Source: an optimization exercise on an open RTL-to-GDS flow (aim: small area, a short achievable clock period and few clock cycles). Production flows keep margins and buffers that such runs may drop.
At most, simulation tests tie the RTL to the original design; equivalence was not proved.
No functional check of the RTL was part of runs 2 to 6.
Power is estimated from default activity; no workload was simulated.

===== design/flow/constraint.sdc =====
create_clock -name core_clock -period 5.0 [get_ports {clock}]
set_input_delay 1.0000 -clock core_clock [delete_from_list [all_inputs] [get_ports {clock}]]
set_output_delay 1.0000 -clock core_clock [all_outputs]
set_load 0.01 [all_outputs]

===== design/flow/run.sh =====
#!/bin/bash
# synth_recipe.tcl (not shown) runs the flow's synth.tcl, then flattens the netlist and writes it again
# the make line also repeats each setting of config.mk as NAME=value (left out here)
make -C /OpenROAD-flow-scripts/flow DESIGN_CONFIG=/design/flow/config.mk WORK_HOME=/design/flow/orfs CLKGATE_MAP_FILE= SYNTH_SCRIPT=/design/flow/synth_recipe.tcl finish

===== design/flow/config.mk =====
export PLATFORM = sky130hd
export DESIGN_NAME = fixed_partition_fit_allocator_unit
export DESIGN_NICKNAME = fixed_partition_fit_allocator_unit
export VERILOG_FILES = /design/flow/design.v
export SDC_FILE = /design/flow/constraint.sdc
export NUM_CORES = 4
export LEC_CHECK = 0
export CAP_MARGIN = 20
export CORE_MARGIN = 2
export CORE_UTILIZATION = 40
export PLACE_DENSITY = 0.6
export SETUP_SLACK_MARGIN = 2.5
export SLEW_MARGIN = 20

===== design/flow/design.v =====
module fixed_partition_fit_allocator_unit (
   input  logic        clock,
   input  logic        reset,
   input  logic        csr_wr_en,
   input  logic [0:0]  csr_index,
   input  logic [4:0]  csr_wdata,
   input  logic        req_valid,
   output logic        req_stall,
   input  logic [20:0] req_payload,
   output logic        rsp_valid,
   input  logic        rsp_stall,
   output logic [20:0] rsp_payload
);
   localparam int N = 16;
   function automatic logic [1:0] cmp16(input logic [15:0] a, input logic [15:0] b);
      logic [15:0] g, e;
      g = a & ~b;
      e = ~(a ^ b);
      for (int st = 1; st < 16; st = st * 2)
         for (int k = 0; k < 16; k += 2 * st) begin
            g[k] = g[k+st] | (e[k+st] & g[k]);
            e[k] = e[k+st] & e[k];
         end
      cmp16 = {g[0], e[0]};
   endfunction
   function automatic logic [15:0] sub16(input logic [15:0] a, input logic [15:0] b);
      logic [15:0] p, g, gg, pp, ng, np;
      p  = a ^ ~b;
      g  = a & ~b;
      gg = g;
      pp = p;
      gg[0] = g[0] | p[0];                  
      for (int d = 1; d < 16; d = d * 2) begin
         ng = gg;
         np = pp;
         for (int i = d; i < 16; i++) begin
            ng[i] = gg[i] | (pp[i] & gg[i-d]);
            np[i] = pp[i] & pp[i-d];
         end
         gg = ng;
         pp = np;
      end
      sub16[0] = ~p[0];
      for (int i = 1; i < 16; i++) sub16[i] = p[i] ^ gg[i-1];
   endfunction
   logic            pol_nf_q;           
   logic            pol_next_q;
   logic            pol_bw_q;           
   logic            md_q;               
   logic [4:0]      count_q;
   logic [3:0]      ptr_q;              
   logic [N-1:0]    start_q;            
   logic [N-1:0]    used_q;
   logic [N-1:0]    fresh_q;
   logic [15:0]     size_q [N];
   logic            rf_act_q;
   logic [2:0]      rf_ph_q;
   logic            need_q;
   logic            v1_q, fe1_q, rf1_q, op1_q;
   logic [3:0]      idx1_q;
   logic [15:0]     w1_q;
   logic [N-1:0]    r1_q;               
   logic            v2_q, gr2_q;
   logic [N-1:0]    pick2_q;            
   logic [15:0]     b2_q;               
   logic            v3_q, gr3_q;
   logic [3:0]      idx3_q;
   logic [15:0]     sz3_q, b3_q;
   logic            rsp_valid_q;
   logic [20:0]     rsp_q;
   logic freeze, accept, fe_issue, rf_issue;
   logic        in_op;
   logic [3:0]  in_idx;
   logic [15:0] in_w;
   assign in_op  = req_payload[20];
   assign in_idx = req_payload[19:16];
   assign in_w   = req_payload[15:0];
   assign freeze    = rsp_valid_q & rsp_stall;
   assign req_stall = freeze | rf_act_q | (req_valid & in_op & need_q);
   assign accept    = req_valid & ~req_stall & ~reset;
   logic [N-1:0] act;
   always_comb
      for (int i = 0; i < N; i++) act[i] = (count_q > 5'(i));
   logic         ld1;                   
   logic         s1_op;
   logic [3:0]   s1_idx;
   logic [15:0]  want;
   logic [1:0]   cr [N];
   logic [1:0]   fcr;
   logic [N-1:0] r1;
   assign ld1    = v1_q & ~op1_q;
   assign s1_op  = ~rf_act_q & in_op;
   assign s1_idx = rf_act_q ? ((rf_ph_q == 3'd3) ? idx3_q : lo_idx) : in_idx;
   assign want   = rf_act_q ? sz3_q : in_w;
   assign fcr    = cmp16(w1_q, want);
   always_comb
      for (int i = 0; i < N; i++) begin
         logic ge_i, le_i, hi_i;
         cr[i] = (ld1 && idx1_q == 4'(i)) ? fcr : cmp16(size_q[i], want);
         ge_i  = cr[i][1] | cr[i][0];
         le_i  = ~cr[i][1];
         hi_i  = (4'(i) > s1_idx);
         r1[i] = s1_op ? (ge_i & act[i]) : ((hi_i ^ md_q) ? ge_i : le_i);
      end
   assign fe_issue = rf_act_q & (rf_ph_q == 3'd0) & ~v1_q & ~v2_q & ~v3_q & ~rsp_valid_q & (|stale);
   assign rf_issue = rf_act_q & (rf_ph_q == 3'd3);
   always_ff @(posedge clock) begin
      if (reset) begin
         v1_q  <= 1'b0;
         fe1_q <= 1'b0;
         rf1_q <= 1'b0;
      end else if (!freeze) begin
         v1_q  <= accept;
         fe1_q <= fe_issue;
         rf1_q <= rf_issue;
      end
   end
   always_ff @(posedge clock)
      if (!freeze) begin
         op1_q  <= s1_op;
         idx1_q <= s1_idx;
         w1_q   <= want;
         r1_q   <= r1;
      end
   logic [N-1:0] dec1, upd2, ld2;
   logic         do_req2;
   assign do_req2 = v1_q & op1_q & ~freeze;
   always_comb
      for (int i = 0; i < N; i++) begin
         dec1[i] = (idx1_q == 4'(i));
         upd2[i] = (ld1 | rf1_q) & dec1[i];
         ld2[i]  = ld1 & dec1[i];
      end
   always_ff @(posedge clock)
      for (int i = 0; i < N; i++)
         if (ld2[i] && !freeze) size_q[i] <= w1_q;
   logic [N-1:0] ord [N];
   for (genvar i = 0; i < N; i++) begin : g_row
      for (genvar j = i + 1; j < N; j++) begin : g_col
         always_ff @(posedge clock) begin
            if (upd2[i])      ord[i][j] <= r1_q[j];
            else if (upd2[j]) ord[i][j] <= r1_q[i];
         end
      end
   end
   logic [N-1:0] fit;
   logic [N-1:0] beats [N];
   logic [N-1:0] win;
   logic         any_fit;
   assign fit     = r1_q & ~used_q;
   assign any_fit = |fit;
   logic [N-1:0] nf_a, nf_b, nf_e;
   assign nf_a = {N{pol_nf_q}} & start_q;
   assign nf_b = {N{pol_nf_q}} & ~start_q;
   assign nf_e = {N{~pol_nf_q}} | start_q;
   always_comb begin
      for (int i = 0; i < N; i++) beats[i] = '0;
      for (int i = 0; i < N; i++)
         for (int j = i + 1; j < N; j++) begin
            beats[i][j] = nf_a[i] | nf_b[j] | (ord[i][j] & nf_e[i]);
            beats[j][i] = ~beats[i][j];
         end
      for (int i = 0; i < N; i++) begin
         win[i] = fit[i];
         for (int j = 0; j < N; j++)
            if (j != i) win[i] = win[i] & (~fit[j] | beats[i][j]);
      end
   end
   logic [N-1:0] win_ge;                 
   logic [3:0]   win_idx;
   always_comb begin
      win_ge[0] = win[0];
      for (int i = 1; i < N; i++) win_ge[i] = win_ge[i-1] | win[i];
      win_idx = '0;
      for (int i = 0; i < N; i++)
         if (win[i]) win_idx = win_idx | 4'(i);
   end
   always_ff @(posedge clock) begin
      if (reset) used_q <= '0;
      else used_q <= (used_q | (win & {N{do_req2}})) & ~ld2;
   end
   logic [N-1:0] start_therm;
   logic [1:0]   new_pol;
   logic [4:0]   new_count;
   logic         csr_we;
   logic         nf_upd;
   assign csr_we = csr_wr_en & ~reset;
   assign nf_upd = do_req2 & pol_next_q & any_fit;
   always_comb begin
      for (int i = 0; i < N; i++) start_therm[i] = (4'(i) >= ptr_q);
      new_pol   = (csr_index == 1'b0) ? csr_wdata[1:0]
                : {pol_next_q | (pol_bw_q & md_q), pol_bw_q};
      new_count = (csr_index == 1'b1) ? csr_wdata : count_q;
   end
   always_ff @(posedge clock) begin
      if (reset) begin
         pol_nf_q   <= 1'b1;
         pol_next_q <= 1'b0;
         pol_bw_q   <= 1'b0;
         count_q    <= 5'd16;
      end else if (csr_we) begin
         pol_nf_q   <= ~new_pol[0];
         pol_next_q <= (new_pol == 2'd2);
         pol_bw_q   <= new_pol[0];
         count_q    <= new_count;
      end
   end
   always_ff @(posedge clock) begin
      if (reset) begin
         ptr_q   <= 4'd0;
         start_q <= '1;
      end else if (csr_we) begin
         start_q <= ((new_pol == 2'd2) && ({1'b0, ptr_q} < new_count)) ? start_therm : '1;
      end else if (nf_upd) begin
         ptr_q   <= win_idx;
         start_q <= win_ge;
      end
   end
   always_ff @(posedge clock) begin
      if (reset) begin
         md_q    <= 1'b0;
         fresh_q <= '0;
      end else if (csr_we && new_pol[0] && (new_pol[1] != md_q)) begin
         md_q    <= new_pol[1];
         fresh_q <= '0;
      end else begin
         fresh_q <= fresh_q | upd2;
      end
   end
   logic [N-1:0] stale, stale_lo, s2ref, stale_nx;
   logic         two_nx, below_nx;
   logic         two_stale, below;
   logic [3:0]   lo_idx;
   always_comb begin
      s2ref = (ld1 | rf1_q) ? dec1 : '0;
      stale = ~(fresh_q | s2ref);
      two_stale = 1'b0;
      below     = 1'b0;
      for (int i = 0; i < N; i++) begin
         two_stale   = two_stale | (stale[i] & below);
         stale_lo[i] = stale[i] & ~below;
         below       = below | stale[i];
      end
      stale_nx = ~(fresh_q | upd2);
      two_nx   = 1'b0;
      below_nx = 1'b0;
      for (int i = 0; i < N; i++) begin
         two_nx   = two_nx | (stale_nx[i] & below_nx);
         below_nx = below_nx | stale_nx[i];
      end
      lo_idx = '0;
      for (int i = 0; i < N; i++)
         if (stale_lo[i]) lo_idx = lo_idx | 4'(i);
   end
   always_ff @(posedge clock) begin
      if (reset) begin
         rf_act_q <= 1'b0;
         rf_ph_q  <= 3'd0;
         need_q   <= 1'b0;
      end else begin
         need_q   <= (csr_we ? new_pol[0] : pol_bw_q)
                     & (two_nx | (csr_we & new_pol[0] & (new_pol[1] != md_q)));
         rf_act_q <= req_valid & in_op & need_q;
         if (!rf_act_q || rf_ph_q == 3'd4) rf_ph_q <= 3'd0;
         else if (rf_ph_q != 3'd0 || fe_issue) rf_ph_q <= rf_ph_q + 3'd1;
      end
   end
   always_ff @(posedge clock) begin
      if (reset) v2_q <= 1'b0;
      else if (!freeze) v2_q <= v1_q;
   end
   always_ff @(posedge clock)
      if (!freeze) begin
         gr2_q   <= ~op1_q | any_fit;
         pick2_q <= op1_q ? win : dec1;
         b2_q    <= (op1_q & any_fit) ? w1_q : 16'd0;
      end
   logic [3:0]  idx3;
   logic [15:0] size3;
   always_comb begin
      idx3  = '0;
      size3 = '0;
      for (int i = 0; i < N; i++) begin
         if (pick2_q[i]) idx3 = idx3 | 4'(i);
         size3 = size3 | (size_q[i] & {16{pick2_q[i]}});
      end
   end
   always_ff @(posedge clock) begin
      if (reset) v3_q <= 1'b0;
      else if (!freeze) v3_q <= v2_q;
   end
   always_ff @(posedge clock)
      if (!freeze) begin
         gr3_q  <= gr2_q;
         idx3_q <= idx3;
         sz3_q  <= size3;
         b3_q   <= b2_q;
      end
   always_ff @(posedge clock) begin
      if (reset) rsp_valid_q <= 1'b0;
      else if (!freeze) rsp_valid_q <= v3_q;
   end
   always_ff @(posedge clock)
      if (!freeze) rsp_q <= {gr3_q, idx3_q, sub16(sz3_q, b3_q)};
   assign rsp_valid   = rsp_valid_q;
   assign rsp_payload = rsp_q;
endmodule

==> summary.txt, run 1 <==
Die
  – Die ar.: 0.0875 sq mm
  – Initial Util: 40.2%
  – Cell row count: 107
  – Core area: 0.0847 sq mm
  – Die Wd: 296 microns
  – Die Ht: 296 microns
  – Ports: 55

Clocking
  – Bufs on Longest Clock Path: 3
  – CTS tree: done
  – Clock-pin slew on the worst setup and hold paths: 0.06 ns
  – Clk root buf: clkbuf_16
  – Clk Latency, worst-skew pair: 0.65 ns
  – H-tree levels: 3
  – Number of CTS-inserted buffers: 68
  – CTS sink cnt: 575
  – Hold-fix buffers at CTS: 0

Synth
  – Post-synth top flop: edfxtp_1
  – Top cells by count, synth: edfxtp_1, ha_1, nand2_1
  – Area leader, netlist: edfxtp_1
  – Synth Instances: 3218
  – Yosys synthesis warning count: 5
  – Synth Area per Inst: 10.6 sq um
  – Mapped cell area: 0.0341 sq mm
  – Post-synthesis cell type count: 92
  – Sequential fraction of the synthesis area: 48.6%
  – Most common cell in the netlist: edfxtp_1
  – Async SR Flop Fraction: 0%
  – Top post-synthesis cells by area: edfxtp_1, ha_1, a21o_1
  – FF+latch count, synth: 575
  – Post-Syn Nets: 3544
  – EDFF count, synth: 504
  – Share of the synthesized area in the top cell type: 44.4%

Finish
  – Final instance area: 0.0446 sq mm
  – Non-Filler Instances: 4761
  – Final-stage net count: 3889
  – Area delta synth->final: 31.0%
  – Layout cells sized above 1: 28.2%
  – # fillers: 7408
  – Layout Utilization: 52.7%

STA
  – Clock Skew: 0.0580 ns
  – Final-report max-slew violation count: 0
  – Unrepaired setup endpoints after global routing: true
  – Min Tclk post-route: 3.43 ns
  – Hold slack: 0.416 ns
  – Setup TNS: 0 ns
  – Final setup viols: 0
  – Period utilization: 68.7%
  – Max Freq: 291 MHz
  – Final hold vios: 0
  – Slew headroom: 28.2%
  – Worst-Margin Slew: 1.08 ns

Placement
  – Placed inst area: 0.0370 sq mm
  – Post-DP HPWL: 104000 microns
  – Placed instance count: 4360
  – Placer's final routability congestion estimate: 1.05
  – Port buffer count: 54

Detailed routing
  – TritonRoute pass-1 iters: 6
  – Antenna Violating Nets Remaining: 0
  – Wire per inst: 32.2 microns
  – First DRT Iteration DRCs: 4422
  – Final WL: 153000 microns
  – DRC Markers: 0
  – DR vias: 31200
  – DR vias/cell: 6.55

Critical path
  – Crit Path Max Fanout: 5
  – Worst R2R Path Depth: 12
  – CP Launch Type: flop
  – Reg2reg setup slack: 1.57 ns
  – CP Capture Type: flop
  – WP data required: 5.49 ns
  – Worst setup path class: reg2reg
  – Critical R2R Launch: rf_act_q$_SDFF_PP0_
  – Critical path arrival: 3.92 ns
  – RR Endpoint: r1_q[1]$_DFFE_PN_

Hold path
  – WHS Path Cells: 0
  – Hold EP: b3_q[9]$_DFFE_PN_
  – Worst hold path type: reg2reg
  – Hold Path Origin: b2_q[9]$_SDFFCE_PN0N_

Run
  – Max cap viols: 0

Power
  – PwrDens: 318 mW/mm^2
  – Lkg Pwr: 18.3 nW
  – Peak VDD IR: 220 uV

Global route
  – GRT Total Usage: 34.0%
  – Vias in the first global route: 29100
  – Pin count of the biggest net entering global routing: 131
  – First-pass GRT wire length: 212000 microns
  – Remaining global-route overflow: 0
  – Initial antenna violation count: 8

Run status
  – Status: finished clean
per-layer routing:
| layer | up-vias | track usage [%] | part of all wire (%) | routed length [microns] |
|---|---|---|---|---|
| li1 | 13100 | - | - | - |
| met1 | 15400 | 44.8 | 38 | 59000 |
| met5 | - | 0 | 0.018 | 28 |
| met3 | 534 | 8.85 | 12 | 18700 |
| met2 | 2169 | 51.2 | 43 | 65900 |
| met4 | 4 | 18.2 | 6.4 | 9850 |
cells in the final DEF, fill, tap and decap left out, types with 19 or more instances in the layout:
cell	instances
a21o_1	198
a21oi_1	130
a21oi_2	51
a221oi_1	64
a22o_1	69
and3_1	23
and3b_1	25
buf_12	36
buf_4	281
buf_6	82
clkbuf_1	20
clkbuf_16	75
dfxtp_1	50
dlygate4sd2_1	29
edfxtp_1	504
ha_1	273
ha_4	20
inv_1	74
nand2_1	249
nand2b_1	26
nand3_1	75
nand3b_1	86
nand4_1	60
nor2_1	156
nor2b_1	34
nor3_1	49
o211ai_1	22
o21ai_0	74
o21ai_1	59
o21ai_2	32
or2_2	35
xnor2_1	19
sequential cells by signal, indices dropped and copies added (netlist names), 4 cells and up:
signal / count
b3_q: 16
pick2_q: 16
start_q: 16
fresh_q: 16
count_q: 5
r1_q: 16
used_q: 16
rsp_q: 21
idx1_q: 4
ptr_q: 4
b2_q: 16
ord: 120
idx3_q: 4
sz3_q: 16
w1_q: 16
size_q: 256
stage by stage:
step	total power, mW	setup slack (ns)
finish	14.2	1.57
global route	14.6	1.51
CTS	13.8	1.72
detailed placement	8.48	0.540
global placement	8.48	0.520
floorplan	7.32	0.671
cells by family after synthesis:
| logic type | Yosys count | synth area share, % |
|---|---|---|
| and+or+nand+nor | 1075 | 16.9 |
| DFF | 575 | 48.6 |
| adders and majority gates | 297 | 10.9 |
| buffers and inverters | 292 | 3.43 |
| muxes | 38 | 1.13 |
| xor gates and xnor gates | 28 | 0.720 |
| AOI/OAI and AO/OA | 913 | 18.3 |
cell type report:
type                            count  area (sq um)  share of cell area [%]
Antenna cell                        3          7.51                  0.0168
Clock buffer                       92          1840                    4.13
Clock inverter                     29           305                   0.684
Inverter                           79           309                   0.692
Multi-Input combinational cell   2354         19100                    42.9
Sequential cell                   575         16600                    37.2
Tap cell                         1144          1430                    3.21
Timing Repair Buffer              485          5000                    11.2
worst max-delay path by stage:
stage / end / slack, ns / depth (start not counted) / startpoint
after floorplan: start_q[8]$_SDFFE_PP1P_ / 0.67 / 9 / rsp_stall
after global placement: r1_q[1]$_DFFE_PN_ / 0.52 / 12 / req_payload[2]
after detailed placement: r1_q[1]$_DFFE_PN_ / 0.54 / 12 / req_payload[2]
after CTS: r1_q[1]$_DFFE_PN_ / 1.72 / 14 / rf_act_q$_SDFF_PP0_
after global routing: r1_q[13]$_DFFE_PN_ / 1.51 / 12 / idx1_q[1]$_DFFE_PN_
final: r1_q[1]$_DFFE_PN_ / 1.57 / 12 / rf_act_q$_SDFF_PP0_
power by group:
part	switching [mW]	internal (mW)
registers	0.300	5.54
clock network	2.10	2.85
logic	1.96	1.44
worst max-delay path, cell delays in order (launching register included):
cell     delay (ns)
dfxtp_4        0.50
buf_12         0.15
buf_8          0.13
mux2i_4        0.33
buf_4          0.23
ha_1           0.16
nand4_1        0.37
nor3_2         0.44
nand4_1        0.31
nand2_1        0.17
o22ai_2        0.08
mux2_4         0.27
o22ai_1        0.16
what timing repair did:
action / 4_1_cts / 5_1_grt
endpoints found under the hold margin: 0 / 0
setup endpoints to repair: 454 / 217
cloned: 19 / 6
setup buffers: 181 / 71
resized for setup: 485 / 262
pin swaps: 123 / 139
Testbench counts, summed over its fixed seeds: cycles 5,120.
==> run 2: changes to the inputs <==
--- a/design/flow/design.v
+++ b/design/flow/design.v
@@ -25,23 +25,13 @@
    endfunction
-   function automatic logic [15:0] sub16(input logic [15:0] a, input logic [15:0] b);
-      logic [15:0] p, g, gg, pp, ng, np;
-      p  = a ^ ~b;
-      g  = a & ~b;
-      gg = g;
-      pp = p;
-      gg[0] = g[0] | p[0];                  
-      for (int d = 1; d < 16; d = d * 2) begin
-         ng = gg;
-         np = pp;
-         for (int i = d; i < 16; i++) begin
-            ng[i] = gg[i] | (pp[i] & gg[i-d]);
-            np[i] = pp[i] & pp[i-d];
+   function automatic logic two16(input logic [15:0] x);
+      logic [15:0] a, t;
+      a = x;
+      t = '0;
+      for (int st = 1; st < 16; st = st * 2)
+         for (int k = 0; k < 16; k += 2 * st) begin
+            t[k] = t[k] | t[k+st] | (a[k] & a[k+st]);
+            a[k] = a[k] | a[k+st];
          end
-         gg = ng;
-         pp = np;
-      end
-      sub16[0] = ~p[0];
-      for (int i = 1; i < 16; i++) sub16[i] = p[i] ^ gg[i-1];
+      two16 = t[0];
    endfunction
-   logic            pol_nf_q;           
    logic            pol_next_q;
@@ -51,3 +41,3 @@
    logic [3:0]      ptr_q;              
-   logic [N-1:0]    start_q;            
+   logic [N-1:0]    nf_a_q, nf_b_q, nf_e_q;
    logic [N-1:0]    used_q;
@@ -65,5 +55,5 @@
    logic [15:0]     b2_q;               
-   logic            v3_q, gr3_q;
+   logic            v3_q, gr3_q, bo3_q;
    logic [3:0]      idx3_q;
-   logic [15:0]     sz3_q, b3_q;
+   logic [7:0]      lo3_q, hi3_q;
    logic            rsp_valid_q;
@@ -93,3 +83,3 @@
    assign s1_idx = rf_act_q ? ((rf_ph_q == 3'd3) ? idx3_q : lo_idx) : in_idx;
-   assign want   = rf_act_q ? sz3_q : in_w;
+   assign want   = rf_act_q ? {hi3_q, lo3_q} : in_w;
    assign fcr    = cmp16(w1_q, want);
@@ -104,3 +94,3 @@
       end
-   assign fe_issue = rf_act_q & (rf_ph_q == 3'd0) & ~v1_q & ~v2_q & ~v3_q & ~rsp_valid_q & (|stale);
+   assign fe_issue = rf_act_q & (rf_ph_q == 3'd0) & ~v1_q & ~v2_q & ~v3_q & ~rsp_valid_q & ~(&fresh_q);
    assign rf_issue = rf_act_q & (rf_ph_q == 3'd3);
@@ -151,6 +141,2 @@
    assign any_fit = |fit;
-   logic [N-1:0] nf_a, nf_b, nf_e;
-   assign nf_a = {N{pol_nf_q}} & start_q;
-   assign nf_b = {N{pol_nf_q}} & ~start_q;
-   assign nf_e = {N{~pol_nf_q}} | start_q;
    always_comb begin
@@ -159,3 +145,3 @@
          for (int j = i + 1; j < N; j++) begin
-            beats[i][j] = nf_a[i] | nf_b[j] | (ord[i][j] & nf_e[i]);
+            beats[i][j] = nf_a_q[i] | nf_b_q[j] | (ord[i][j] & nf_e_q[i]);
             beats[j][i] = ~beats[i][j];
@@ -196,3 +182,2 @@
       if (reset) begin
-         pol_nf_q   <= 1'b1;
          pol_next_q <= 1'b0;
@@ -201,3 +186,2 @@
       end else if (csr_we) begin
-         pol_nf_q   <= ~new_pol[0];
          pol_next_q <= (new_pol == 2'd2);
@@ -207,11 +191,21 @@
    end
+   logic [N-1:0] s_new;
+   logic         nf_new;
+   assign s_new  = ((new_pol == 2'd2) && ({1'b0, ptr_q} < new_count)) ? start_therm : '1;
+   assign nf_new = ~new_pol[0];
    always_ff @(posedge clock) begin
       if (reset) begin
-         ptr_q   <= 4'd0;
-         start_q <= '1;
+         ptr_q  <= 4'd0;
+         nf_a_q <= '1;
+         nf_b_q <= '0;
+         nf_e_q <= '1;
       end else if (csr_we) begin
-         start_q <= ((new_pol == 2'd2) && ({1'b0, ptr_q} < new_count)) ? start_therm : '1;
+         nf_a_q <= {N{nf_new}} & s_new;
+         nf_b_q <= {N{nf_new}} & ~s_new;
+         nf_e_q <= {N{~nf_new}} | s_new;
       end else if (nf_upd) begin
-         ptr_q   <= win_idx;
-         start_q <= win_ge;
+         ptr_q  <= win_idx;
+         nf_a_q <= win_ge;
+         nf_b_q <= ~win_ge;
+         nf_e_q <= win_ge;
       end
@@ -229,13 +223,9 @@
    end
-   logic [N-1:0] stale, stale_lo, s2ref, stale_nx;
-   logic         two_nx, below_nx;
-   logic         two_stale, below;
+   logic [N-1:0] stale, stale_lo;
+   logic         two_nx, below;
    logic [3:0]   lo_idx;
    always_comb begin
-      s2ref = (ld1 | rf1_q) ? dec1 : '0;
-      stale = ~(fresh_q | s2ref);
-      two_stale = 1'b0;
-      below     = 1'b0;
+      stale = ~fresh_q;
+      below = 1'b0;
       for (int i = 0; i < N; i++) begin
-         two_stale   = two_stale | (stale[i] & below);
          stale_lo[i] = stale[i] & ~below;
@@ -243,9 +233,3 @@
       end
-      stale_nx = ~(fresh_q | upd2);
-      two_nx   = 1'b0;
-      below_nx = 1'b0;
-      for (int i = 0; i < N; i++) begin
-         two_nx   = two_nx | (stale_nx[i] & below_nx);
-         below_nx = below_nx | stale_nx[i];
-      end
+      two_nx = two16(~(fresh_q | upd2));
       lo_idx = '0;
@@ -291,2 +275,4 @@
    end
+   logic [8:0] lo3;
+   assign lo3 = {1'b0, size3[7:0]} - {1'b0, b2_q[7:0]};
    always_ff @(posedge clock)
@@ -295,4 +281,5 @@
          idx3_q <= idx3;
-         sz3_q  <= size3;
-         b3_q   <= b2_q;
+         lo3_q  <= lo3[7:0];
+         bo3_q  <= lo3[8];
+         hi3_q  <= size3[15:8] - b2_q[15:8];
       end
@@ -303,3 +290,3 @@
    always_ff @(posedge clock)
-      if (!freeze) rsp_q <= {gr3_q, idx3_q, sub16(sz3_q, b3_q)};
+      if (!freeze) rsp_q <= {gr3_q, idx3_q, hi3_q - {7'd0, bo3_q}, lo3_q};
    assign rsp_valid   = rsp_valid_q;
==> summary.txt, run 2 <==
Detailed routing
  – DRT met1 WL: 59100 microns (+0.30%)
  – DR vias/cell: 6.46 (-1.3%)
  – Antenna Violating Nets Remaining: 0 (unchanged)
  – Met3 wire length: 12700 microns (-32%)
  – DRC Markers: 0 (unchanged)
  – Top sig layer: met5
  – DR vias: 30500 (-2.2%)
  – Final WL: 155000 microns (+0.78%)
  – TritonRoute pass-1 iters: 5 (-1)
  – Wire per inst: 32.8 microns (+1.7%)
  – Wire length on met2: 69500 microns (+5.4%)
  – First DRT Iteration DRCs: 3825 (-14%)

Finish
  – Area delta synth->final: 29.7%
  – Reg with most FFs: size_q
  – # fillers: 7387 (-0.28%)
  – Commonest cells after routing, fill and taps aside: edfxtp_1, buf_4, nand2_1
  – Final-stage net count: 3858 (-0.80%)
  – Layout Utilization: 52.4% (-0.25 points)
  – Commonest non-fill, non-tap cell in the layout: edfxtp_1
  – Layout cells sized above 1: 26.5% (-1.7 points)
  – Largest regs: size_q x256, ord x120, rsp_q x21
  – Max reg flops: 256 (unchanged)

Placement
  – Placer's final routability congestion estimate: 1.07 (+2.4%)
  – Port buffer count: 54 (unchanged)
  – Post-DP HPWL: 109000 microns (+5.1%)

Power
  – Peak VDD IR: 249 uV (+13%)
  – Lkg Pwr: 17.8 nW (-2.5%)
  – PwrDens: 325 mW/mm^2 (+2.2%)
  – Total power: 14.3 mW (+0.46%)

Run status
  – Status: finished clean

Synth
  – Post-Syn Nets: 3498 (-1.3%)
  – Most common cell in the netlist: edfxtp_1
  – FF+latch count, synth: 588 (+2.3%)
  – Area leader, netlist: edfxtp_1
  – Post-synth top flop: edfxtp_1
  – Async SR Flop Fraction: 0% (unchanged)
  – Top post-synthesis cells by area: edfxtp_1, ha_1, dfxtp_1
  – Synth Area per Inst: 10.7 sq um (+0.80%)
  – Post-synthesis cell type count: 97 (+5.4%)
  – Share of the synthesized area in the top cell type: 43.4% (-1.0 points)
  – EDFF count, synth: 489 (-3.0%)
  – Synth Instances: 3169 (-1.5%)
  – Yosys synthesis warning count: 5 (unchanged)
  – Top cells by count, synth: edfxtp_1, nand2_1, ha_1
  – Sequential fraction of the synthesis area: 49.3% (+0.68 points)
  – Mapped cell area: 0.0338 sq mm (-0.73%)

Critical path
  – Delay-heaviest family, CP: compound AO/OA/AOI/OAI gates
  – CP cell instances: buf_12 -> buf_12 -> mux2i_4 -> ha_4 -> a21o_1 -> a21o_1 -> o221a_4 -> o32a_1 -> buf_12 -> o32a_1 -> a221o_1 -> nand4b_1 -> o211a_1
  – WP buf/inv: 3 (unchanged)
  – CP peak stage delay: 0.36 ns (-0.14 ns)
  – Crit Path Max Fanout: 7 (+2)
  – CP Capture Type: flop
  – Worst setup path class: reg2reg
  – WP data required: 5.41 ns (-0.08 ns)
  – Most used cell along the critical path: buf_12
  – Critical path arrival: 3.71 ns (-0.21 ns)
  – CP max stage cell: dfxtp_4
  – CP Launch Type: flop

Global route
  – Pin count of the biggest net entering global routing: 118 (-9.9%)
  – First-pass GRT wire length: 213000 microns (+0.77%)
  – Initial antenna violation count: 1 (-7)
  – Vias in the first global route: 28700 (-1.5%)
  – Remaining global-route overflow: 0 (unchanged)
  – GRT Total Usage: 34.7% (+0.68 points)

STA
  – Min Tclk post-route: 3.30 ns (-0.135 ns)
  – Final setup viols: 0 (unchanged)
  – Final-report max-slew violation count: 0 (unchanged)
  – Period utilization: 66.0% (-2.7 points)
  – Final hold vios: 0 (unchanged)
  – Slew headroom: 31.2% (+3.0 points)
  – Unrepaired setup endpoints after global routing: true
  – Clock Skew: 0.0336 ns (-0.0244 ns)
  – Worst-Margin Slew: 1.02 ns (-0.0524 ns)
  – Setup TNS: 0 ns (unchanged)
  – Max Freq: 303 MHz (+4.1%)

Die
  – Die Ht: 295 microns (-0.36%)
  – Cell row count: 106 (-0.93%)
  – Die Wd: 295 microns (-0.36%)
  – Die ar.: 0.0869 sq mm (-0.73%)
  – Core area: 0.0837 sq mm (-1.2%)
  – Ports: 55 (unchanged)
  – Initial Util: 40.4% (+0.21 points)

Clocking
  – Number of CTS-inserted buffers: 70 (+2.9%)
  – Clk Latency, worst-skew pair: 0.66 ns (about the same)
  – Hold-fix buffers at CTS: 0 (unchanged)
  – Clk root buf: clkbuf_16
  – H-tree levels: 3 (unchanged)
  – CTS tree: done
  – Clock-pin slew on the worst setup and hold paths: 0.06 ns (about the same)
  – Bufs on Longest Clock Path: 3 (unchanged)
  – CTS sink cnt: 588 (+2.3%)

Hold path
  – Worst hold path type: reg2reg

Run
  – Max cap viols: 0 (unchanged)
[run 2: cell types whose count changed after synthesis, sizes merged, moves of 26 or more]
cell / change
nand2: +46
o22ai: +30
nand3b: -82
dfxtp: +28
o21ai: -73
nand3: -43
a22oi: +28
nor2: +26
a211oi: +41
or2: -48
a21oi: +33
[run 2: cell type report]
type	instances	area, sq um	share of cell area [%]
Multi-Input combinational cell	2314	18700	42.6
Sequential cell	588	16700	38.1
Inverter	77	297	0.676
Timing Repair Buffer	478	4600	10.5
Antenna cell	1	2.50	0.00570
Tap cell	1134	1420	3.23
Clock inverter	45	373	0.850
Clock buffer	80	1810	4.13
[run 2: what timing repair did]
| item | CTS | global route |
|---|---|---|
| pin swaps | 136 | 86 |
| resized for setup | 456 | 181 |
| gates cloned | 4 | 3 |
| setup endpoints to repair | 402 | 210 |
| setup buffers | 192 | 80 |
[run 2: kinds of logic (layout without fill, tap and decap cells)]
| family | count (synthesis) | after routing | share of synthesized area [%] |
|---|---|---|---|
| other cells | 0 | 1 | 0 |
| mux | 36 | 36 | 1.08 |
| fa+ha+maj | 298 | 298 | 11.1 |
| flops | 588 | 588 | 49.3 |
| buf+inv | 269 | 680 | 3.13 |
| simple gates | 944 | 946 | 13.8 |
| compound gates | 1004 | 1004 | 20.9 |
| xor+xnor | 30 | 30 | 0.777 |
[run 2: worst paths after layout]
| path | slack (ns) | from | cells past startpoint | endpoint |
|---|---|---|---|---|
| worst min register to register | 0.42 | gr3_q$_DFFE_PN_ | 0 | rsp_q[20]$_DFFE_PN_ |
| worst max-delay path | 1.70 | rf_act_q$_SDFF_PP0_ | 13 | r1_q[11]$_DFFE_PN_ |
| worst min-delay path | 0.42 | gr3_q$_DFFE_PN_ | 0 | rsp_q[20]$_DFFE_PN_ |
| worst max register to register | 1.70 | rf_act_q$_SDFF_PP0_ | 13 | r1_q[11]$_DFFE_PN_ |
[run 2: per-layer routing]
layer / GRT usage (%) / up-vias
li1: - / 13000
met1: 44.0 / 15000
met2: 54.5 / 1900
met3: 5.37 / 534
met4: 23.9 / 2
met5: 0 / -
[run 2: report_power, final]
part	switching [mW]	internal [mW]	total (mW)
Clock	2.23	2.78	5.02
Sequential	0.332	5.66	5.99
Combinational	1.84	1.41	3.25
[run 2: stage by stage]
| step | cells | area [sq um] | hold WS [ns] | worst slack [ns] |
|---|---|---|---|---|
| 2_1_floorplan | 3169 | 34600 | 0.400 | 0.891 |
| 3_3_place_gp | 4311 | 36700 | 0.406 | 0.801 |
| 3_5_place_dp | 4312 | 36700 | 0.407 | 0.776 |
| 4_1_cts | 4633 | 42400 | 0.421 | 1.66 |
| 5_1_grt | 4716 | 43900 | 0.426 | 1.61 |
| 6_report | 4717 | 43900 | 0.420 | 1.70 |
[run 2: worst reg2reg max path: cells and delay by family, from the launching register on]
| family | cells | cell delay [ns] |
|---|---|---|
| AO/OA/AOI/OAI | 7 | 1.53 |
| buffers and inverters | 3 | 0.49 |
| flip-flops | 1 | 0.36 |
| multiplexers | 1 | 0.28 |
| adder cells (fa/ha/maj) | 1 | 0.24 |
| AND/OR/NAND/NOR | 1 | 0.17 |
==> run 3: changes to the inputs <==
--- a/design/flow/config.mk
+++ b/design/flow/config.mk
@@ -11,3 +11,3 @@
 export PLACE_DENSITY = 0.6
-export SETUP_SLACK_MARGIN = 2.5
+export SETUP_SLACK_MARGIN = 3.5
 export SLEW_MARGIN = 20
==> summary.txt, run 3 <==
Run status
  – Status: finished clean

Detailed routing
  – Final WL: 178000 microns (+15%)
  – DR vias: 34500 (+13%)
  – TritonRoute pass-1 iters: 10 (+5)
  – Wire per inst: 35.1 microns (+7.2%)
  – DRC Markers: 0 (unchanged)
  – Antenna Violating Nets Remaining: 0 (unchanged)
  – First DRT Iteration DRCs: 5538 (+45%)
  – DR vias/cell: 6.81 (+5.3%)

Synth
  – Post-Syn Nets: 3498 (unchanged)
  – Sequential fraction of the synthesis area: 49.3% (unchanged)
  – Top post-synthesis cells by area: edfxtp_1, ha_1, dfxtp_1
  – Area leader, netlist: edfxtp_1
  – Most common cell in the netlist: edfxtp_1
  – Yosys synthesis warning count: 5 (unchanged)
  – Async SR Flop Fraction: 0% (unchanged)
  – EDFF count, synth: 489 (unchanged)
  – Share of the synthesized area in the top cell type: 43.4% (unchanged)
  – Post-synth top flop: edfxtp_1
  – Synth Instances: 3169 (unchanged)
  – Post-synthesis cell type count: 97 (unchanged)
  – FF+latch count, synth: 588 (unchanged)
  – Top cells by count, synth: edfxtp_1, nand2_1, ha_1
  – Mapped cell area: 0.0338 sq mm (unchanged)
  – Synth Area per Inst: 10.7 sq um (unchanged)

Clocking
  – Clock-pin slew on the worst setup and hold paths: 0.07 ns (about the same)
  – H-tree levels: 3 (unchanged)
  – Clk root buf: clkbuf_16
  – Number of CTS-inserted buffers: 70 (unchanged)
  – CTS sink cnt: 588 (unchanged)
  – Bufs on Longest Clock Path: 3 (unchanged)
  – Clk Latency, worst-skew pair: 0.68 ns (+0.02 ns)
  – CTS tree: done
  – Hold-fix buffers at CTS: 0 (unchanged)

Global route
  – Vias in the first global route: 31700 (+10%)
  – First-pass GRT wire length: 238000 microns (+12%)
  – Remaining global-route overflow: 0 (unchanged)
  – Pin count of the biggest net entering global routing: 62 (-47%)
  – Initial antenna violation count: 4 (+3)
  – GRT Total Usage: 38.6% (+3.9 points)

Die
  – Die Ht: 295 microns (unchanged)
  – Die Wd: 295 microns (unchanged)
  – Initial Util: 40.4% (unchanged)
  – Core area: 0.0837 sq mm (unchanged)
  – Cell row count: 106 (unchanged)
  – Ports: 55 (unchanged)
  – Die ar.: 0.0869 sq mm (unchanged)

Finish
  – Max reg flops: 256 (unchanged)
  – Final-stage net count: 4201 (+8.9%)
  – Largest regs: size_q x256, ord x120, rsp_q x21
  – Layout cells sized above 1: 40.6% (+14 points)
  – Area delta synth->final: 50.4%
  – Reg with most FFs: size_q
  – Commonest cells after routing, fill and taps aside: edfxtp_1, buf_4, ha_1
  – Layout Utilization: 60.8% (+8.4 points)
  – Commonest non-fill, non-tap cell in the layout: edfxtp_1

Power
  – PwrDens: 300 mW/mm^2 (-7.9%)
  – Peak VDD IR: 461 uV (+85%)
  – Lkg Pwr: 20.8 nW (+17%)

STA
  – Worst-Margin Slew: 1.23 ns (+0.209 ns)
  – Setup TNS: 0 ns (unchanged)
  – Final-report max-slew violation count: 0 (unchanged)
  – Period utilization: 70.0% (+4.0 points)
  – Clock Skew: 0.0592 ns (+0.0256 ns)
  – Min Tclk post-route: 3.50 ns (+0.200 ns)
  – Unrepaired setup endpoints after global routing: true
  – Final setup viols: 0 (unchanged)
  – Slew headroom: 17.0% (-14 points)
  – Max Freq: 286 MHz (-5.7%)
  – Final hold vios: 0 (unchanged)

Run
  – Max cap viols: 0 (unchanged)

Critical path
  – Critical path arrival: 3.97 ns (+0.26 ns)
  – CP Launch Type: flop
  – CP Capture Type: flop
  – Crit Path Max Fanout: 8 (+1)
  – WP data required: 5.47 ns (+0.06 ns)
  – Worst setup path class: reg2reg

Placement
  – Port buffer count: 54 (unchanged)
  – Placer's final routability congestion estimate: 1.04 (-2.9%)
  – Post-DP HPWL: 108000 microns (-0.76%)

Hold path
  – Worst hold path type: reg2reg
run 3: cell counts after synthesis:
Identical to the previous run, type by type.
run 3: per-stage QoR:
step	cells	area (sq um)	power (mW)	hold slack, ns	setup slack [ns]
finish	5062	50900	15.2	0.427	1.50
detailed placement	4308	36700	8.51	0.407	0.586
floorplan	3169	34700	7.44	0.400	0.891
global route	5061	50900	15.6	0.443	1.51
global placement	4308	36700	8.50	0.404	0.603
CTS	4919	48200	14.7	0.427	1.74
run 3: power breakdown:
| part | switching [mW] | internal (mW) |
|---|---|---|
| logic | 2.13 | 1.70 |
| registers | 0.395 | 5.66 |
| clock network | 2.30 | 3.06 |
| total | 4.83 | 10.4 |
run 3: worst paths after layout:
path / from / end / slack (ns) / cells past startpoint
worst min register to register: gr2_q$_DFFE_PN_ / gr3_q$_DFFE_PN_ / 0.43 / 0
worst max register to register: rf_act_q$_SDFF_PP0_ / r1_q[13]$_DFFE_PN_ / 1.50 / 12
worst max-delay path: rf_act_q$_SDFF_PP0_ / r1_q[13]$_DFFE_PN_ / 1.50 / 12
worst min-delay path: gr2_q$_DFFE_PN_ / gr3_q$_DFFE_PN_ / 0.43 / 0
run 3: worst max-delay path, stage by stage (launching register included):
cell	delay, ns
dfxtp_4	0.41
buf_12	0.17
buf_6	0.12
mux2i_4	0.18
buf_12	0.16
ha_4	0.27
nand2_4	0.08
nor4_4	0.31
buf_4	0.17
nand3_1	0.35
o21ai_0	0.53
o22ai_1	0.18
a211oi_1	0.34
run 3: layout make-up:
class | count | area (sq um)
tap | 1134 | 1420
multi-input combinational | 2323 | 20500
sequential | 588 | 16700
antenna | 1 | 2.50
clock inverter | 30 | 485
fill | 6325 | 32800
clock buffer | 97 | 1880
timing repair buffer | 812 | 9540
inverter | 77 | 308
run 3: metal layers:
layer	global-route usage, %	up-vias	wire, microns	part of all wire, %
li1	-	13800	-	-
met1	52.7	16700	66200	37
met2	53.5	3166	70200	39
met3	14.8	834	28600	16
met4	17.9	6	12800	7.2
met5	0.227	-	90	0.051
run 3: kinds of logic after synthesis:
group                      count (synthesis)  share of synthesized area (%)
DFF                                      588                           49.3
and+or+nand+nor                          944                           13.8
xor gates and xnor gates                  30                          0.777
AOI/OAI and AO/OA                       1004                           20.9
buffers and inverters                    269                           3.13
muxes                                     36                           1.08
adders and majority gates                298                           11.1
run 3: what timing repair did:
| action | in CTS | in global routing |
|---|---|---|
| resized for setup | 1272 | 296 |
| endpoints found under the setup margin | 821 | 814 |
| pin swaps | 286 | 171 |
| gates cloned | 50 | 8 |
| setup buffers | 434 | 134 |
==> run 4: changes to the inputs <==
--- a/design/flow/config.mk
+++ b/design/flow/config.mk
@@ -11,3 +11,3 @@
 export PLACE_DENSITY = 0.6
-export SETUP_SLACK_MARGIN = 3.5
+export SETUP_SLACK_MARGIN = 1.5
 export SLEW_MARGIN = 20
==> summary.txt, run 4 <==
Synth
  – EDFF count, synth: 489 (unchanged)
  – FF+latch count, synth: 588 (unchanged)
  – Post-Syn Nets: 3498 (unchanged)
  – Yosys synthesis warning count: 5 (unchanged)
  – Synth Instances: 3169 (unchanged)
  – Most common cell in the netlist: edfxtp_1
  – Share of the synthesized area in the top cell type: 43.4% (unchanged)
  – Async SR Flop Fraction: 0% (unchanged)
  – Area leader, netlist: edfxtp_1
  – Sequential fraction of the synthesis area: 49.3% (unchanged)
  – Mapped cell area: 0.0338 sq mm (unchanged)
  – Post-synthesis cell type count: 97 (unchanged)
  – Top post-synthesis cells by area: edfxtp_1, ha_1, dfxtp_1
  – Synth Area per Inst: 10.7 sq um (unchanged)
  – Top cells by count, synth: edfxtp_1, nand2_1, ha_1
  – Post-synth top flop: edfxtp_1

Finish
  – Largest regs: size_q x256, ord x120, rsp_q x21
  – Commonest cells after routing, fill and taps aside: edfxtp_1, nand2_1, ha_1
  – Max reg flops: 256 (unchanged)
  – Reg with most FFs: size_q
  – Area delta synth->final: 17.3%
  – Final-stage net count: 3647 (-13%)
  – Commonest non-fill, non-tap cell in the layout: edfxtp_1
  – Layout cells sized above 1: 13.5% (-27 points)

Die
  – Ports: 55 (unchanged)
  – Initial Util: 40.4% (unchanged)
  – Core area: 0.0837 sq mm (unchanged)
  – Die Ht: 295 microns (unchanged)
  – Die ar.: 0.0869 sq mm (unchanged)
  – Die Wd: 295 microns (unchanged)
  – Cell row count: 106 (unchanged)

Run
  – Max cap viols: 0 (unchanged)

Global route
  – Vias in the first global route: 28300 (-11%)
  – Initial antenna violation count: 6 (+2)
  – GRT Total Usage: 35.0% (-3.6 points)
  – Remaining global-route overflow: 0 (unchanged)
  – Pin count of the biggest net entering global routing: 66 (+6.5%)
  – First-pass GRT wire length: 214000 microns (-10%)

Clocking
  – Hold-fix buffers at CTS: 0 (unchanged)
  – Clk Latency, worst-skew pair: 0.65 ns (-0.03 ns)
  – Number of CTS-inserted buffers: 69 (-1.4%)
  – Clock-pin slew on the worst setup and hold paths: 0.06 ns (about the same)
  – Bufs on Longest Clock Path: 3 (unchanged)
  – H-tree levels: 3 (unchanged)
  – Clk root buf: clkbuf_16
  – CTS sink cnt: 588 (unchanged)
  – CTS tree: done

Detailed routing
  – DR vias/cell: 6.58 (-3.3%)
  – TritonRoute pass-1 iters: 7 (-3)
  – DR vias: 29700 (-14%)
  – Antenna Violating Nets Remaining: 0 (unchanged)
  – First DRT Iteration DRCs: 3952 (-29%)
  – Wire per inst: 34.2 microns (-2.6%)
  – DRC Markers: 0 (unchanged)
  – Final WL: 154000 microns (-13%)

STA
  – Period utilization: 70.6% (+0.60 points)
  – Setup TNS: 0 ns (unchanged)
  – Final setup viols: 0 (unchanged)
  – Max Freq: 283 MHz (-0.84%)
  – Slew headroom: 28.1% (+11 points)
  – Unrepaired setup endpoints after global routing: true
  – Worst-Margin Slew: 1.07 ns (-0.164 ns)
  – Final-report max-slew violation count: 0 (unchanged)
  – Clock Skew: 0.0385 ns (-0.0207 ns)
  – Min Tclk post-route: 3.53 ns (+0.0297 ns)
  – Final hold vios: 0 (unchanged)

Placement
  – Placer's final routability congestion estimate: 1.08 (+3.7%)
  – Port buffer count: 54 (unchanged)
  – Post-DP HPWL: 115000 microns (+7.0%)

Power
  – Total power: 13.9 mW (-8.8%)
  – Peak VDD IR: 276 uV (-40%)
  – PwrDens: 350 mW/mm^2 (+17%)
  – Lkg Pwr: 16.2 nW (-22%)

Critical path
  – WP data required: 5.48 ns (about the same)
  – CP max stage cell: dfxtp_1
  – Worst setup path class: reg2reg
  – CP Launch Type: flop
  – Critical path arrival: 4.01 ns (+0.04 ns)
  – Crit Path Max Fanout: 15 (+7)
  – CP Capture Type: flop
  – CP peak stage delay: 0.87 ns (+0.34 ns)
  – CP cell instances: a21oi_1 -> a22oi_1 -> nand4_1 -> or4_4 -> o2111ai_4 -> nor4_4 -> a221oi_2 -> a211oi_1
  – Reg2reg setup slack: 1.47 ns (-0.03 ns)

Run status
  – Status: finished clean

Hold path
  – Worst hold path type: reg2reg
## run 4: cell types whose count changed in the layout (fill, tap and decap cells not counted), moves of 34 or more
cell | before | now
a21oi_1 | 167 | 212
a21oi_2 | 48 | 11
buf_12 | 106 | 6
buf_16 | 41 | 0
buf_4 | 336 | 198
buf_6 | 235 | 8
clkdlybuf4s50_1 | 7 | 47
dfxtp_1 | 62 | 97
nand2_1 | 175 | 301
nand2_2 | 82 | 3
nor2_1 | 148 | 190
nor2_4 | 42 | 8
o21ai_0 | 49 | 84
## run 4: repair_timing
action                     in CTS  in global routing
gates resized for setup        25                 60
setup endpoints to repair      54                 46
gates cloned                    0                  1
setup buffers                  39                 23
pin swaps                       4                 15
## run 4: metrics by stage
step                      cells  hold WS (ns)  area (sq um)  util (%)  worst slack [ns]
final                      4505         0.420         39700      47.4              1.47
after global routing       4504         0.434         39700      47.4              1.29
after CTS                  4480         0.420         39200      46.9              1.50
after detailed placement   4318         0.406         36500      43.6             0.270
after global placement     4318         0.411         36500      43.6             0.308
after floorplan            3169         0.400         34200         -             0.891
## run 4: kinds of logic (layout without fill, tap and decap cells)
group	after synthesis	count (layout)	share of synthesized area, %
and+or+nand+nor	944	944	13.8
muxes	36	36	1.08
buffers and inverters	269	469	3.13
adders and majority gates	298	298	11.1
xor gates and xnor gates	30	30	0.777
other	0	1	0
AOI/OAI and AO/OA	1004	1005	20.9
DFF	588	588	49.3
## run 4: where the power goes
part / internal, mW / total [mW] / switching, mW
Combinational: 1.03 / 2.67 / 1.65
Clock: 3.05 / 5.22 / 2.17
Sequential: 5.66 / 6.01 / 0.355
## run 4: area by class of cell
| type | count | area, sq um |
|---|---|---|
| Antenna cell | 1 | 2.50 |
| Clock buffer | 84 | 1830 |
| Clock inverter | 39 | 477 |
| Fill cell | 7710 | 44000 |
| Inverter | 77 | 293 |
| Multi-Input combinational cell | 2313 | 16700 |
| Sequential cell | 588 | 16700 |
| Tap cell | 1134 | 1420 |
| Timing Repair Buffer | 269 | 2280 |
## run 4: worst max-delay path: cells and delay by family (launching register included)
| family | cells | cell delay, ns |
|---|---|---|
| AOI/OAI and AO/OA | 5 | 1.41 |
| and+or+nand+nor | 3 | 1.08 |
| DFF | 1 | 0.87 |
## run 4: path summary, 6_finish.rpt
path	startpoint	to	cells past startpoint
worst max-delay path	nf_a_q[3]$_SDFFE_PP1P_	nf_b_q[11]$_SDFFE_PP0P_	8
worst min-delay path	gr3_q$_DFFE_PN_	rsp_q[20]$_DFFE_PN_	0
worst max register to register	nf_a_q[3]$_SDFFE_PP1P_	nf_b_q[11]$_SDFFE_PP0P_	8
worst min register to register	gr3_q$_DFFE_PN_	rsp_q[20]$_DFFE_PN_	0
## run 4: layer usage
| metal | track usage, % | routed length [microns] | vias up |
|---|---|---|---|
| li1 | - | - | 12600 |
| met1 | 43.4 | 58500 | 14600 |
| met2 | 54.7 | 68600 | 1912 |
| met3 | 6.26 | 13500 | 553 |
| met4 | 25.6 | 13400 | 6 |
| met5 | 0 | 46 | - |
==> run 5: changes to the inputs <==
--- a/design/flow/config.mk
+++ b/design/flow/config.mk
@@ -11,3 +11,3 @@
 export PLACE_DENSITY = 0.6
-export SETUP_SLACK_MARGIN = 1.5
+export SETUP_SLACK_MARGIN = 0.8
 export SLEW_MARGIN = 20
==> summary.txt, run 5 <==
Power
  – Total power: 13.7 mW (-1.8%)
  – Switching share of power: 29.8% (-0.19 points)
  – PwrDens: 352 mW/mm^2 (+0.61%)
  – Switching power: 4.07 mW (-2.4%)
  – Combinational share of power: 17.9% (-1.3 points)
  – Design internal power: 9.59 mW (-1.5%)
  – Peak VDD IR: 239 uV (-14%)
  – Share of total power in sequential cells: 44.0% (+0.8 points)
  – Clock share of power: 38.0% (+0.5 points)
  – Lkg Pwr: 15.8 nW (-2.7%)

Finish
  – Layout Utilization: 46.3% (-1.1 points)
  – Area of the multi-input gates: 0.0163 sq mm (-2.3%)
  – Largest regs: size_q x256, ord x120, rsp_q x21
  – Reg with most FFs: size_q
  – Commonest non-fill, non-tap cell in the layout: edfxtp_1
  – Layout cells sized above 1: 10.6% (-2.9 points)
  – Commonest cells after routing, fill and taps aside: edfxtp_1, nand2_1, ha_1
  – # fillers: 7818 (+1.4%)
  – Non-Filler Instances: 4452 (-1.2%)
  – Final instance area: 0.0387 sq mm (-2.4%)
  – Max reg flops: 256 (unchanged)
  – Area delta synth->final: 14.5%
  – Reg area: 0.0167 sq mm (about the same)
  – Final-stage net count: 3589 (-1.6%)

Synth
  – Most common cell in the netlist: edfxtp_1
  – Async SR Flop Fraction: 0% (unchanged)
  – Top cells by count, synth: edfxtp_1, nand2_1, ha_1
  – Area leader, netlist: edfxtp_1
  – Share of the synthesized area in the top cell type: 43.4% (unchanged)
  – Post-synth top flop: edfxtp_1
  – Sequential fraction of the synthesis area: 49.3% (unchanged)
  – Top post-synthesis cells by area: edfxtp_1, ha_1, dfxtp_1
  – Yosys synthesis warning count: 5 (unchanged)
  – Synth Area per Inst: 10.7 sq um (unchanged)
  – FF+latch count, synth: 588 (unchanged)
  – Post-Syn Nets: 3498 (unchanged)
  – Mapped cell area: 0.0338 sq mm (unchanged)
  – EDFF count, synth: 489 (unchanged)
  – Synth Instances: 3169 (unchanged)
  – Post-synthesis cell type count: 97 (unchanged)

Die
  – Cell row count: 106 (unchanged)
  – Die ar.: 0.0869 sq mm (unchanged)
  – Ports: 55 (unchanged)
  – Die Ht: 295 microns (unchanged)
  – Initial Util: 40.4% (unchanged)
  – Core area: 0.0837 sq mm (unchanged)
  – Die Wd: 295 microns (unchanged)

Global route
  – Remaining global-route overflow: 0 (unchanged)
  – Pin count of the biggest net entering global routing: 118 (+79%)
  – Vias in the first global route: 28000 (-1.1%)
  – First-pass GRT wire length: 210000 microns (-1.8%)
  – GRT Total Usage: 34.4% (-0.59 points)
  – Initial antenna violation count: 1 (-5)

STA
  – Final-report max-slew violation count: 0 (unchanged)
  – Clock Skew: 0.0467 ns (+0.00824 ns)
  – Worst-Margin Slew: 1.04 ns (-0.0276 ns)
  – Unrepaired setup endpoints after global routing: false
  – Slew headroom: 29.9% (+1.7 points)
  – Max Freq: 239 MHz (-16%)
  – Final hold vios: 0 (unchanged)
  – Final setup viols: 0 (unchanged)
  – Setup TNS: 0 ns (unchanged)
  – Period utilization: 83.7% (+13 points)
  – Min Tclk post-route: 4.18 ns (+0.654 ns)

Critical path
  – RR Endpoint: r1_q[0]$_DFFE_PN_
  – Delay-heaviest family, CP: compound AO/OA/AOI/OAI gates
  – WP data required: 5.47 ns (about the same)
  – Worst setup path class: in2reg
  – CP Capture Type: flop
  – Critical path depth: 13 (+5)
  – WP buf/inv: 3 (+3)
  – CP Launch Type: input port
  – CP cell instances: clkdlybuf4s50_1 -> mux2i_4 -> ha_1 -> nand2_1 -> nor4_2 -> buf_4 -> o221a_2 -> o32a_1 -> buf_4 -> nand2b_1 -> o31ai_1 -> and3_1 -> o31ai_1
  – Critical R2R Launch: rf_act_q$_SDFF_PP0_
  – Reg2reg setup slack: 0.92 ns (-0.55 ns)
  – Crit Path Max Fanout: 9 (-6)
  – Critical path arrival: 4.65 ns (+0.64 ns)
  – Worst R2R Path Depth: 13 (+5)
  – CP peak stage delay: 0.58 ns (-0.29 ns)
  – CP max stage cell: nor4_2

Clocking
  – Bufs on Longest Clock Path: 3 (unchanged)
  – H-tree levels: 3 (unchanged)
  – Number of CTS-inserted buffers: 70 (+1.4%)
  – Clk root buf: clkbuf_16
  – Clk Latency, worst-skew pair: 0.65 ns (about the same)
  – CTS sink cnt: 588 (unchanged)
  – Hold-fix buffers at CTS: 0 (unchanged)
  – CTS tree: done
  – Clock-pin slew on the worst setup and hold paths: 0.06 ns (about the same)

Hold path
  – Worst hold path type: reg2reg
  – Hold Path Origin: gr3_q$_DFFE_PN_
  – Hold EP: rsp_q[20]$_DFFE_PN_
  – WHS Path Cells: 0 (unchanged)

Run status
  – Status: finished clean

Placement
  – Port buffer count: 54 (unchanged)
  – Post-DP HPWL: 113000 microns (-2.1%)
  – Placed instance count: 4322 (+0.093%)
  – Placed inst area: 0.0364 sq mm (-0.19%)
  – Placer's final routability congestion estimate: 1.07 (-1.3%)

Detailed routing
  – Final WL: 152000 microns (-1.5%)
  – DRC Markers: 0 (unchanged)
  – TritonRoute pass-1 iters: 7 (unchanged)
  – DR vias: 29200 (-1.6%)
  – DR vias/cell: 6.56 (-0.41%)
  – First DRT Iteration DRCs: 4026 (+1.9%)
  – Wire per inst: 34.1 microns (-0.37%)
  – Antenna Violating Nets Remaining: 0 (unchanged)

Run
  – Max cap viols: 0 (unchanged)
## run 5: cell counts after synthesis
Identical to the previous run, type by type.
## run 5: worst max path at each step
stage | startpoint | end | slack (ns)
floorplan | rsp_stall | nf_a_q[13]$_SDFFE_PP1P_ | 0.81
global placement | req_payload[8] | r1_q[0]$_DFFE_PN_ | 0.04
detailed placement | req_payload[8] | r1_q[0]$_DFFE_PN_ | 0.02
CTS | req_payload[8] | r1_q[0]$_DFFE_PN_ | 0.95
global route | req_payload[8] | r1_q[0]$_DFFE_PN_ | 0.82
finish | req_payload[8] | r1_q[0]$_DFFE_PN_ | 0.82
## run 5: worst register-to-register path: cells and delay by family (launching register included)
kind | cells | cell delay, ns
multiplexers | 1 | 0.39
AND/OR/NAND/NOR | 4 | 1.02
adder cells (fa/ha/maj) | 1 | 0.24
AO/OA/AOI/OAI | 4 | 1.11
flip-flops | 1 | 0.32
buffers and inverters | 3 | 0.86
## run 5: layout make-up
class                      instances  share of cell area (%)
sequential                       588                    43.0
clock buffer                      94                    5.10
antenna                            1                 0.00646
multi-input combinational       2312                    42.2
timing repair buffer             211                    4.49
tap                             1134                    3.66
inverter                          77                   0.756
clock inverter                    35                   0.804
## run 5: per-layer routing
| metal | global-route usage, % | up-vias | wire (microns) | share of wire, % |
|---|---|---|---|---|
| li1 | - | 12500 | - | - |
| met1 | 43.4 | 14300 | 57900 | 38 |
| met2 | 53.8 | 1913 | 67700 | 45 |
| met3 | 6.70 | 489 | 15000 | 9.9 |
| met4 | 22.5 | 0 | 11200 | 7.4 |
| met5 | 0 | - | 0 | 0 |
## run 5: cell families after synthesis
family	Yosys count	synth area share (%)
compound gates	1004	20.9
simple gates	944	13.8
flops	588	49.3
fa+ha+maj	298	11.1
buf+inv	269	3.13
mux	36	1.08
xor+xnor	30	0.777
## run 5: timing repair
| item | 4_1_cts | 5_1_grt |
|---|---|---|
| setup buffers | 0 | 0 |
| resized for setup | 1 | 0 |
| endpoints found under the setup margin | 8 | 0 |
## run 5: through the flow
stage          setup slack [ns]  hold slack [ns]
5_1_grt                   0.823            0.447
3_5_place_dp             0.0158            0.422
4_1_cts                   0.946            0.435
2_1_floorplan             0.808            0.400
3_3_place_gp             0.0439            0.419
6_report                  0.816            0.427
## run 5: power groups by stage
stage / Sequential [mW] / Clock, mW / Combinational, mW
5_1_grt: 6.03 / 5.40 / 2.59
3_5_place_dp: 6.10 / 0 / 2.39
4_1_cts: 6.00 / 5.23 / 2.40
6_report: 6.01 / 5.19 / 2.45
3_3_place_gp: 6.10 / 0 / 2.39
2_1_floorplan: 5.94 / 0 / 1.40
==> run 6: changes to the inputs <==
==> design/flow/flow/run.sh (new file) <==
#!/bin/bash
# Layout flow: the standard flow (standard.sh) with two changes:
#  - synthesis leaves adders and comparators to ABC instead of mapping them
#    onto full- and half-adder cells (ADDER_MAP_FILE empty skips extract_fa),
#  - port buffers are buf_4 cells instead of the default delay buffers.
# Everything else, including the registers, is the standard flow's.
set -o pipefail
cp standard.sh standard_sh.txt
export ADDER_MAP_FILE=
export BUFFER_PORTS_ARGS="-buffer_cell sky130_fd_sc_hd__buf_4"
bash standard.sh > standard.log 2>&1
status=$?
echo "standard.sh exit $status"
exit $status
==> design/flow/standard.sh (new file) <==
#!/bin/bash
# synth_recipe.tcl (not shown) runs the flow's synth.tcl, then flattens the netlist and writes it again
# the make line also repeats each setting of config.mk as NAME=value (left out here)
make -C /OpenROAD-flow-scripts/flow DESIGN_CONFIG=/design/flow/config.mk WORK_HOME=/design/flow/orfs CLKGATE_MAP_FILE= SYNTH_SCRIPT=/design/flow/synth_recipe.tcl "${@:-finish}"
--- a/design/flow/config.mk
+++ b/design/flow/config.mk
@@ -11,3 +11,3 @@
 export PLACE_DENSITY = 0.6
-export SETUP_SLACK_MARGIN = 0.8
+export SETUP_SLACK_MARGIN = 2.5
 export SLEW_MARGIN = 20
removed: design/flow/run.sh
==> summary.txt, run 6 <==
Clocking
  – Clock-pin slew on the worst setup and hold paths: 0.07 ns (about the same)
  – H-tree levels: 3 (unchanged)
  – CTS tree: done
  – Clk Latency, worst-skew pair: 0.66 ns (about the same)
  – CTS sink cnt: 588 (unchanged)
  – Hold-fix buffers at CTS: 0 (unchanged)
  – Bufs on Longest Clock Path: 3 (unchanged)
  – Clk root buf: clkbuf_16
  – Number of CTS-inserted buffers: 69 (-1.4%)

Synth
  – Most common cell in the netlist: edfxtp_1
  – Synth Instances: 3507 (+11%)
  – Post-synth top flop: edfxtp_1
  – EDFF count, synth: 489 (unchanged)
  – Share of the synthesized area in the top cell type: 42.3% (-1.1 points)
  – Yosys synthesis warning count: 5 (unchanged)
  – Top cells by count, synth: edfxtp_1, nand2_1, nor2_1
  – Sequential fraction of the synthesis area: 48.0% (-1.2 points)
  – Area leader, netlist: edfxtp_1
  – Post-Syn Nets: 3539 (+1.2%)
  – FF+latch count, synth: 588 (unchanged)
  – Async SR Flop Fraction: 0% (unchanged)
  – Synth Area per Inst: 9.90 sq um (-7.3%)
  – Post-synthesis cell type count: 107 (+10%)
  – Top post-synthesis cells by area: edfxtp_1, dfxtp_1, xnor2_1
  – Mapped cell area: 0.0347 sq mm (+2.6%)

Power
  – PwrDens: 337 mW/mm^2 (-4.3%)
  – Lkg Pwr: 17.1 nW (+8.2%)
  – Total power: 15.4 mW (+13%)
  – Peak VDD IR: 387 uV (+62%)

Detailed routing
  – Top sig layer: met5
  – Met3 wire length: 22100 microns (+47%)
  – TritonRoute pass-1 iters: 8 (+1)
  – Final WL: 169000 microns (+11%)
  – First DRT Iteration DRCs: 6002 (+49%)
  – DRC Markers: 0 (unchanged)
  – Antenna Violating Nets Remaining: 0 (unchanged)
  – DR vias: 34800 (+19%)
  – DR vias/cell: 6.85 (+4.5%)
  – Wire per inst: 33.2 microns (-2.5%)
  – Wire length on met2: 71500 microns (+5.6%)
  – DRT met1 WL: 62700 microns (+8.3%)

Global route
  – Remaining global-route overflow: 0 (unchanged)
  – Vias in the first global route: 32100 (+15%)
  – GRT Total Usage: 36.4% (+2.0 points)
  – Initial antenna violation count: 2 (+1)
  – Pin count of the biggest net entering global routing: 69 (-42%)
  – First-pass GRT wire length: 235000 microns (+12%)

Critical path
  – Crit Path Max Fanout: 6 (-3)
  – CP Launch Type: flop
  – CP peak stage delay: 0.38 ns (-0.20 ns)
  – CP Capture Type: flop
  – Worst setup path class: reg2reg
  – WP data required: 5.47 ns (about the same)
  – CP max stage cell: mux2_4
  – CP cell instances: buf_12 -> buf_12 -> buf_8 -> mux2i_4 -> buf_12 -> buf_6 -> a21oi_4 -> a21oi_2 -> maj3_2 -> maj3_2 -> o211ai_1 -> nand4_1 -> mux2_4 -> a221oi_2
  – Critical path arrival: 3.81 ns (-0.84 ns)
  – Most used cell along the critical path: buf_12

STA
  – Setup TNS: 0 ns (unchanged)
  – Max Freq: 300 MHz (+25%)
  – Final setup viols: 0 (unchanged)
  – Worst-Margin Slew: 1.07 ns (+0.0268 ns)
  – Clock Skew: 0.0310 ns (-0.0157 ns)
  – Hold slack: 0.421 ns (-0.00539 ns)
  – Min Tclk post-route: 3.34 ns (-0.845 ns)
  – Final-report max-slew violation count: 0 (unchanged)
  – Final hold vios: 0 (unchanged)
  – Unrepaired setup endpoints after global routing: true
  – Slew headroom: 28.7% (-1.1 points)
  – Period utilization: 66.8% (-17 points)

Placement
  – Placer's final routability congestion estimate: 1.08 (+1.2%)
  – Post-DP HPWL: 115000 microns (+1.9%)
  – Port buffer count: 54 (unchanged)

Finish
  – # fillers: 7610 (-2.7%)
  – Commonest cells after routing, fill and taps aside: edfxtp_1, buf_4, nand2_1
  – Area delta synth->final: 31.5%
  – Largest regs: size_q x256, ord x120, rsp_q x21
  – Commonest non-fill, non-tap cell in the layout: edfxtp_1
  – Layout cells sized above 1: 29.0% (+18 points)
  – Layout Utilization: 52.8% (+6.5 points)
  – Max reg flops: 256 (unchanged)
  – Reg with most FFs: size_q
  – Final-stage net count: 3900 (+8.7%)

Die
  – Initial Util: 40.2% (-0.23 points)
  – Core area: 0.0863 sq mm (+3.2%)
  – Cell row count: 108 (+1.9%)
  – Ports: 55 (unchanged)
  – Die Wd: 299 microns (+1.3%)
  – Die Ht: 299 microns (+1.3%)
  – Die ar.: 0.0891 sq mm (+2.6%)

Hold path
  – Worst hold path type: reg2reg

Run
  – Max cap viols: 0 (unchanged)

Run status
  – Status: finished clean
-- run 6: layer usage --
metal,vias to the layer above,GRT usage (%)
li1,14200,-
met1,17000,47.8
met2,2839,53.9
met3,750,9.73
met4,4,21.1
met5,-,0
-- run 6: path summary, 6_finish.rpt --
kind,from,cells after the start,slack (ns),endpoint
setup / recovery,rf_act_q$_SDFF_PP0_,14,1.66,r1_q[8]$_DFFE_PN_
setup reg to reg,rf_act_q$_SDFF_PP0_,14,1.66,r1_q[8]$_DFFE_PN_
hold reg to reg,gr3_q$_DFFE_PN_,0,0.42,rsp_q[20]$_DFFE_PN_
hold / removal,gr3_q$_DFFE_PN_,0,0.42,rsp_q[20]$_DFFE_PN_
-- run 6: what timing repair did --
item,in CTS,in global routing
resized for setup,496,183
pin swaps,159,132
setup buffers,256,77
cloned,17,3
endpoints found under the setup margin,338,171
-- run 6: worst max-delay path: cells and delay by family (launching register included) --
| family | cells | cell delay, ns |
|---|---|---|
| and+or+nand+nor | 1 | 0.27 |
| muxes | 2 | 0.59 |
| AOI/OAI and AO/OA | 4 | 0.57 |
| buffers and inverters | 5 | 0.72 |
| DFF | 1 | 0.36 |
| adders and majority gates | 2 | 0.62 |
-- run 6: power by group --
part	switching (mW)	internal, mW
clock network	2.22	2.96
logic	2.29	1.79
registers	0.450	5.70
-- run 6: kinds of logic after synthesis --
family          share of synthesized area (%)
compound gates                           23.4
fa+ha+maj                               0.890
xor+xnor                                 5.93
mux                                      1.68
flops                                    48.0
simple gates                             15.5
buf+inv                                  4.63
-- run 6: area by class of cell --
type	count	area, sq um	share of cell area [%]
multi-input combinational	2577	19200	42.1
sequential	588	16700	36.6
timing repair buffer	563	5730	12.6
clock buffer	83	1800	3.94
tap	1155	1450	3.17
clock inverter	42	458	1.00
inverter	69	284	0.623
antenna	2	5.00	0.0110
-- run 6: through the flow --
step	cells	worst slack, ns	instance area [sq um]
2_1_floorplan	3507	0.894	35300
3_3_place_gp	4599	0.664	36900
3_5_place_dp	4599	0.574	36900
4_1_cts	4997	1.75	44100
5_1_grt	5078	1.64	45600
6_report	5079	1.66	45600

==> what the ideal ports hide <==
The results above use ideal ports. As a check the final layouts listed here were re-extracted and re-timed, cells and wires unchanged.
Step 1 sets driving cells, clkbuf_16 on the clock port and buf_2 on the other inputs (assumed; they add their load-dependent delay and slew).
Step 2 adds t to the input delays and takes it off the output delays; t is the mean of the earliest and latest rising clock arrival at the registers after step 1. Input paths then give back, and output paths get back, about the clock's delay inside the block.
Three values: ideal ports, drivers, drivers and shift; two values: the first two.
run | t, ns | setup slack, ns | worst hold slack (ns) | worst data-port slew with drivers (ns)
run 1 | 0.683 | 1.565 / 1.565 / 0.947 | 0.416 / 0.416 / 0.416 | 0.06
run 2 | 0.704 | 1.700 / 1.700 / 1.043 | 0.420 / 0.420 / 0.420 | 0.05
run 3 | 0.714 | 1.500 / 1.500 / 0.893 | 0.427 / 0.427 / 0.427 | 0.06
run 4 | 0.707 | 1.470 / 1.470 / 0.817 | 0.420 / 0.420 / 0.420 | 0.07
run 5 | 0.696 | 0.816 / 0.868 / 0.172 | 0.427 / 0.427 / 0.427 | 0.07
run 6 | 0.703 | 1.662 / 1.662 / 1.272 | 0.421 / 0.421 / 0.421 | 0.09
After both steps setup and hold are still met in every run listed. For run 2, which loses most, drivers alone change the setup slack by 0.000 ns; drivers and shift together by -0.657 ns.
